Context: an optimization exercise on an open-source flow, tuned for small area, a short achievable clock period and few clock cycles. The choices shown serve that exercise and are no tape-out recipe.
Where RTL was checked, it was by simulation tests only, not by an equivalence proof against the original.
Power is estimated from default activity; no workload was simulated.

job 3222:
==> flow/design.v (excerpt) <==
module exu_top
(
    input  wire logic                 clk,
    input  wire logic                 reset,
    input  wire logic                 dec_op_vld,
    output logic                      dec_op_rdy,
    input  wire logic                 dec_unit,
    input  wire logic [dec_op_w-1:0]  dec_op,
    input  wire logic                 dec_use_imm,
    input  wire logic [reg_idx_w-1:0] dec_rd_idx,
    input  wire logic [xlen-1:0]      dec_pc,
    input  wire logic [xlen-1:0]      dec_imm,
    input  wire logic [xlen-1:0]      rs1_rdata,
    input  wire logic [xlen-1:0]      rs2_rdata,
    output logic                      gpr_wbck_vld,
    input  wire logic                 gpr_wbck_rdy,
    output logic [reg_idx_w-1:0]      gpr_wbck_idx,
    output logic [xlen-1:0]           gpr_wbck_wdata,
    output logic                      pipe_flush_req,
    input  wire logic                 pipe_flush_ack,
    output logic [xlen-1:0]           pipe_flush_pc_op1,
    output logic [xlen-1:0]           pipe_flush_pc_op2
);
Size: about 250 I/O pins.
==> flow/config.mk <==
export PLATFORM = sky130hd
export DESIGN_NAME = exu_top
export DESIGN_NICKNAME = exu_top
export VERILOG_FILES = /design/flow/design.v
export SDC_FILE = /design/flow/constraint.sdc
export NUM_CORES = 4
export LEC_CHECK = 0
export CAP_MARGIN = 40
export CORE_MARGIN = 2
export CORE_UTILIZATION = 40
export SETUP_SLACK_MARGIN = 4.5
export SLEW_MARGIN = 40
export TNS_END_PERCENT = 0
==> flow/constraint.sdc <==
create_clock -name core_clock -period 9.0 [get_ports {clk}]
set_input_delay 1.8000 -clock core_clock [delete_from_list [all_inputs] [get_ports {clk}]]
set_output_delay 1.8000 -clock core_clock [all_outputs]
set_load 0.01 [all_outputs]
standard.sh (not shown) runs the stock make flow with config.mk's settings and CLKGATE_MAP_FILE= SYNTH_SCRIPT=/design/flow/synth_recipe.tcl, a recipe that flattens the netlist after the stock synthesis.
==> flow/flow/run.sh <==
#!/bin/bash
# Standard ORFS layout, with the port buffers made from the smallest plain buffer.
set -euo pipefail
export BUFFER_PORTS_ARGS="-buffer_cell sky130_fd_sc_hd__buf_1"
bash standard.sh > standard_flow.log 2>&1
Per the final summary, job 3222 finished and its layout is clean on timing, DRC and antenna.
Changes in job 4912 relative to job 3222:
# job 3222
export LEC_CHECK = 0
export CAP_MARGIN = 40
export CORE_MARGIN = 2
export CORE_UTILIZATION = 40
export SETUP_SLACK_MARGIN = 4.5
export SLEW_MARGIN = 40
export TNS_END_PERCENT = 0
create_clock -name core_clock -period 9.0 [get_ports {clk}]
# job 4912
export LEC_CHECK = 0
export CAP_MARGIN = 40
export CORE_MARGIN = 2
export CORE_UTILIZATION = 40
export SETUP_SLACK_MARGIN = 4.5
export SLEW_MARGIN = 40
export TNS_END_PERCENT = 10
create_clock -name core_clock -period 9.0 [get_ports {clk}]
Notes after the runs:
Result for job 4912 and job 3222: all clean
Wire length after detailed routing of job 4912 exceeds that of job 3222 slightly.
Looking at count of filler cells inserted in the layout across job 4912 and job 3222, the one that comes out higher is job 4912.
Sort job 4912 and job 3222 by relative area change from synthesis to final layout, ascending, and job 3222 comes first.
Delta(number of instances resized during post-cts repair, job 4912 - job 3222) > 0
Function was not checked in any run of this note: the RTL went through the layout flow alone.

== job 4525 ==
exu_top, a different RTL version from the one above (not shown whole).
For scale: about 950 cells after synthesis, roughly 100 flip-flops, about 250 I/O pins, roughly 9900 um^2 of cells after synthesis.
==> flow/config.mk <==
export PLATFORM = sky130hd
export DESIGN_NAME = exu_top
export DESIGN_NICKNAME = exu_top
export VERILOG_FILES = /design/flow/design.v
export SDC_FILE = /design/flow/constraint.sdc
export NUM_CORES = 4
export LEC_CHECK = 0
export CAP_MARGIN = 40
export CORE_MARGIN = 2
export CORE_UTILIZATION = 40
export CTS_BUF_LIST = sky130_fd_sc_hd__clkbuf_8
export SETUP_SLACK_MARGIN = 4.5
export SLEW_MARGIN = 40
export TNS_END_PERCENT = 0
==> flow/constraint.sdc <==
create_clock -name core_clock -period 9.0 [get_ports {clk}]
set_input_delay 1.8000 -clock core_clock [delete_from_list [all_inputs] [get_ports {clk}]]
set_output_delay 1.8000 -clock core_clock [all_outputs]
set_load 0.01 [all_outputs]
Scripts as last shown in full above: flow/flow/run.sh
Job 4525 has completed all stages; timing, DRC and antenna checks passed.
Testbench counts of job 4525, summed over its fixed seeds: cycles 17,772.
Input changes introduced in job 8758 (baseline for comparison: job 4525):
- CTS_BUF_LIST now sky130_fd_sc_hd__clkbuf_8 sky130_fd_sc_hd__clkbuf_16, was sky130_fd_sc_hd__clkbuf_8
- SLEW_MARGIN now 20, was 40
- CAP_MARGIN now 20, was 40
- ABC_AREA now 1, previously not set
- In job 8758, average wire length per cell after detail routing is lower than in job 4525.
- Of the two values seen for highest routing layer actually used, met5 was produced by job 4525 and met4 by job 8758.
- Portion of netlist area occupied by mux cells: job 8758 lower than job 4525
- Final critical-path share of the clock period, job 8758 and job 4525: higher on job 4525
- The detailed-routing wirelength on met1 reported for job 8758 is greater than that of job 4525 by 1900 um.
- Cmp job 8758 and job 4525 / area fraction of clock buffers and clock inverters / higher: job 8758
- | wire length of the first global-routing pass | lower: job 4525 |
- Job 8758 ends up with higher well-tap cell count than job 4525 does.
Here is what was changed in the inputs of job 4741 compared with job 8758.
- a change of SLEW_MARGIN from 20 to 40
- a deleted ABC_AREA that had been 1
- a deleted CTS_BUF_LIST that had been sky130_fd_sc_hd__clkbuf_8 sky130_fd_sc_hd__clkbuf_16
- a change of CAP_MARGIN from 20 to 40
Compared with job 8758, job 4741 shows a lower wire length. Compared with job 8758, in job 4741 hold violation count in the final report neither gained nor lost much, maximum frequency saw a decrease. Job 4741 vs. job 8758: die area went down by about 3.2%. Number of vias per cell is lower on job 8758. Job 4741 vs job 8758, topmost layer with routed signal wires: met5 vs met4. Higher height of the die goes to job 8758 over job 4741.

## cedar
exu_top, a different RTL version from the one above (not shown whole).
For scale: ~1700 cells after synthesis, roughly 100 flip-flops, about 0.011 mm2 of cells after synthesis.
==> flow/config.mk <==
export PLATFORM = sky130hd
export DESIGN_NAME = exu_top
export DESIGN_NICKNAME = exu_top
export VERILOG_FILES = /design/flow/design.v
export SDC_FILE = /design/flow/constraint.sdc
export NUM_CORES = 4
export LEC_CHECK = 0
export ABC_AREA = 1
export CAP_MARGIN = 40
export CORE_MARGIN = 2
export CORE_UTILIZATION = 40
export SETUP_SLACK_MARGIN = 4.5
export SLEW_MARGIN = 40
==> flow/constraint.sdc <==
create_clock -name core_clock -period 9.0 [get_ports {clk}]
set_input_delay 1.8000 -clock core_clock [delete_from_list [all_inputs] [get_ports {clk}]]
set_output_delay 1.8000 -clock core_clock [all_outputs]
set_load 0.01 [all_outputs]
Scripts as last shown in full above: flow/flow/run.sh
cedar | status: complete | timing, DRC, antenna: pass
Testbench counts of cedar, summed over its fixed seeds: cycles 17,772.
Relative to cedar, the following input files were edited for indigo:
Settings: ABC_AREA: 1 -> unset.
[summary]
indigo against cedar: share of cells above drive strength 1 has decreased, number of instances in the synthesized netlist has decreased. Summary — part of the cycle the worst path needs, indigo relative to cedar: higher, by 6.1 points. On hold slack, cedar loses to indigo. Power: cedar and indigo compared, lower one is indigo. As far as fraction of met3 tracks used by global routing is concerned, cedar and indigo perform about the same. Relative to cedar, the utilization of indigo is lower by 6.6 points.

== the baseline ==
Another version of the RTL of exu_top (not shown whole).
Size in the first run: ~1300 cells after synthesis, roughly 100 flip-flops, about 250 I/O pins, about 9300 um^2 of cells after synthesis.
Settings: LEC_CHECK=0, ABC_AREA=1, CAP_MARGIN=20, CORE_MARGIN=2, CORE_UTILIZATION=40, SETUP_SLACK_MARGIN=4.5, SLEW_MARGIN=20, TNS_END_PERCENT=30; clock period 9.0 ns.
Scripts as last shown in full above: flow/flow/run.sh
What the candidate does differently from the baseline at the input level:
- a change of TNS_END_PERCENT from 30 to 0
- an added GPL_ROUTABILITY_DRIVEN of 0
- In the candidate, routing usage on met3 is higher than in the baseline.
- From the candidate to the baseline, die outline height did not move at all.
- Clock network fraction of design power: the candidate vs the baseline up 1.2 points
- Run comparison: the baseline capture point of the worst path gpr_wbck_wdata[31]; the candidate capture point of the worst path gpr_wbck_wdata[2]
- Looking at layout buffering overhead excluding clock cells, the candidate sits above the baseline.
- Diff the baseline..the candidate | number of H-tree branching levels | unchanged
Function was not checked in any run of this note: the RTL went through the layout flow alone.

exu_top, a different RTL version from the one above (not shown whole).
Size: about 100 flip-flops, ~250 I/O pins, about 10000 sq um of cells after synthesis.
Design exu_top, start of the top module:
module exu_top
(
    input  wire logic                 clk,
    input  wire logic                 reset,
    input  wire logic                 dec_op_vld,
    output logic                      dec_op_rdy,
    input  wire logic                 dec_unit,
    input  wire logic [dec_op_w-1:0]  dec_op,
    input  wire logic                 dec_use_imm,
    input  wire logic [reg_idx_w-1:0] dec_rd_idx,
    input  wire logic [xlen-1:0]      dec_pc,
    input  wire logic [xlen-1:0]      dec_imm,
    input  wire logic [xlen-1:0]      rs1_rdata,
    input  wire logic [xlen-1:0]      rs2_rdata,
    output logic                      gpr_wbck_vld,
    input  wire logic                 gpr_wbck_rdy,
    output logic [reg_idx_w-1:0]      gpr_wbck_idx,
    output logic [xlen-1:0]           gpr_wbck_wdata,
    output logic                      pipe_flush_req,
    input  wire logic                 pipe_flush_ack,
    output logic [xlen-1:0]           pipe_flush_pc_op1,
    output logic [xlen-1:0]           pipe_flush_pc_op2
);
clock: 9.0 ns
lec_check: 0
cap_margin: 20
core_margin: 2
core_utilization: 40
cts_buf_list: sky130_fd_sc_hd__clkbuf_8
setup_slack_margin: 4.5
slew_margin: 20
tns_end_percent: 0
Scripts as last shown in full above: flow/flow/run.sh
Testbench counts at the start, summed over its fixed seeds: cycles 17,772.
Next try:
Settings changed: ABC_AREA set to 1, CTS_BUF_LIST sky130_fd_sc_hd__clkbuf_8 to not set.
Wire length falls by 4.4%. Total power rose by 0.30%. Sequential power goes up by about 0.9%. Design area fell by 3.4%. Clock-buffer cell count stays the same.

Setup of old:
exu_top with an RTL version that a note above also has.
For scale: roughly 950 cells after synthesis, ~250 I/O pins.
// exu_top
module exu_top
(
    input  wire logic                 clk,
    input  wire logic                 reset,
    input  wire logic                 dec_op_vld,
    output logic                      dec_op_rdy,
    input  wire logic                 dec_unit,
    input  wire logic [dec_op_w-1:0]  dec_op,
    input  wire logic                 dec_use_imm,
    input  wire logic [reg_idx_w-1:0] dec_rd_idx,
    input  wire logic [xlen-1:0]      dec_pc,
    input  wire logic [xlen-1:0]      dec_imm,
    input  wire logic [xlen-1:0]      rs1_rdata,
    input  wire logic [xlen-1:0]      rs2_rdata,
    output logic                      gpr_wbck_vld,
    input  wire logic                 gpr_wbck_rdy,
    output logic [reg_idx_w-1:0]      gpr_wbck_idx,
    output logic [xlen-1:0]           gpr_wbck_wdata,
    output logic                      pipe_flush_req,
    input  wire logic                 pipe_flush_ack,
    output logic [xlen-1:0]           pipe_flush_pc_op1,
    output logic [xlen-1:0]           pipe_flush_pc_op2
);
Settings: LEC_CHECK=0, CAP_MARGIN=40, CORE_MARGIN=2, CORE_UTILIZATION=40, CTS_BUF_LIST=sky130_fd_sc_hd__clkbuf_8, PLACE_DENSITY=0.8, SETUP_SLACK_MARGIN=4.5, SLEW_MARGIN=40, TNS_END_PERCENT=0; clock period 9.0 ns.
Scripts as last shown in full above: flow/flow/run.sh
Testbench counts of old, summed over its fixed seeds: cycles 17,772.
The following lists how new was set up differently from old:
diff --git a/flow/config.mk b/flow/config.mk
--- a/flow/config.mk
+++ b/flow/config.mk
@@ -7,9 +7,8 @@
 export LEC_CHECK = 0
-export CAP_MARGIN = 40
+export ABC_AREA = 1
+export CAP_MARGIN = 20
 export CORE_MARGIN = 2
 export CORE_UTILIZATION = 40
-export CTS_BUF_LIST = sky130_fd_sc_hd__clkbuf_8
-export PLACE_DENSITY = 0.8
 export SETUP_SLACK_MARGIN = 4.5
-export SLEW_MARGIN = 40
+export SLEW_MARGIN = 20
 export TNS_END_PERCENT = 0
### Flow results
- Against old, new comes in 117 higher on post-cts repair resize count.
- new against old; width of the die is up slightly.
- Delta (new minus old): share of the cycle needed by the critical path after routing shrank by 6.7 points, clock skew grew by 0.0053 ns.
- new leaves more setup margin than old.

## separate check: timing with driven ports
Ports are ideal in the flow. The routed layouts listed here were re-timed in OpenROAD. Step 1, drivers: a clkbuf_16 drives clk and a buf_2 each remaining input, both assumed. Step 2 moves the port delays by t, midway between the first and last clock arrival at a register: inputs arrive t later, outputs are due t later. That takes back most of the time a late clock gives input paths. Three values: ideal, step 1, step 2; two values: the first two.
run	shift t [ns]	setup slack, ns	hold WS [ns]	worst data-port slew with drivers (ns)	pins driven straight from the clock port
job 3222	0.416	3.815 / 3.812 / 3.395	0.765 / 0.765 / 0.765	0.07	1
job 4912	0.416	3.665 / 3.647 / 3.231	0.767 / 0.767 / 0.767	0.07	1
job 4525	0.441	3.927 / 3.936 / 3.495	0.750 / 0.750 / 0.750	0.05	1
job 8758	0.422	4.351 / 4.345 / 3.923	0.773 / 0.773 / 0.773	0.06	1
job 4741	0.410	3.884 / 3.898 / 3.487	0.747 / 0.747 / 0.747	0.05	1
cedar	0.430	4.148 / 4.141 / 3.711	0.627 / 0.627 / 0.627	0.06	1
indigo	0.426	3.601 / 3.590 / 3.164	0.662 / 0.662 / 0.662	0.07	1
the baseline	0.414	4.205 / 4.197 / 3.783	0.773 / 0.773 / 0.773	0.08	1
the candidate	0.416	4.243 / 4.226 / 3.810	0.805 / 0.805 / 0.805	0.10	1
the first run of note 5	0.455	4.116 / 4.120 / 3.665	0.750 / 0.750 / 0.750	0.06	1
the second run of note 5	0.405	4.406 / 4.320 / 3.945	0.837 / 0.837 / 0.837	0.16	1
old	0.436	3.746 / 3.765 / 3.329	0.772 / 0.772 / 0.772	0.05	1
new	0.422	4.351 / 4.345 / 3.923	0.773 / 0.773 / 0.773	0.06	1
After both steps setup and hold are still met in every run listed. The setup slack of the second run of note 5, which loses most, moves by -0.086 ns with the drivers and by -0.461 ns with both steps.
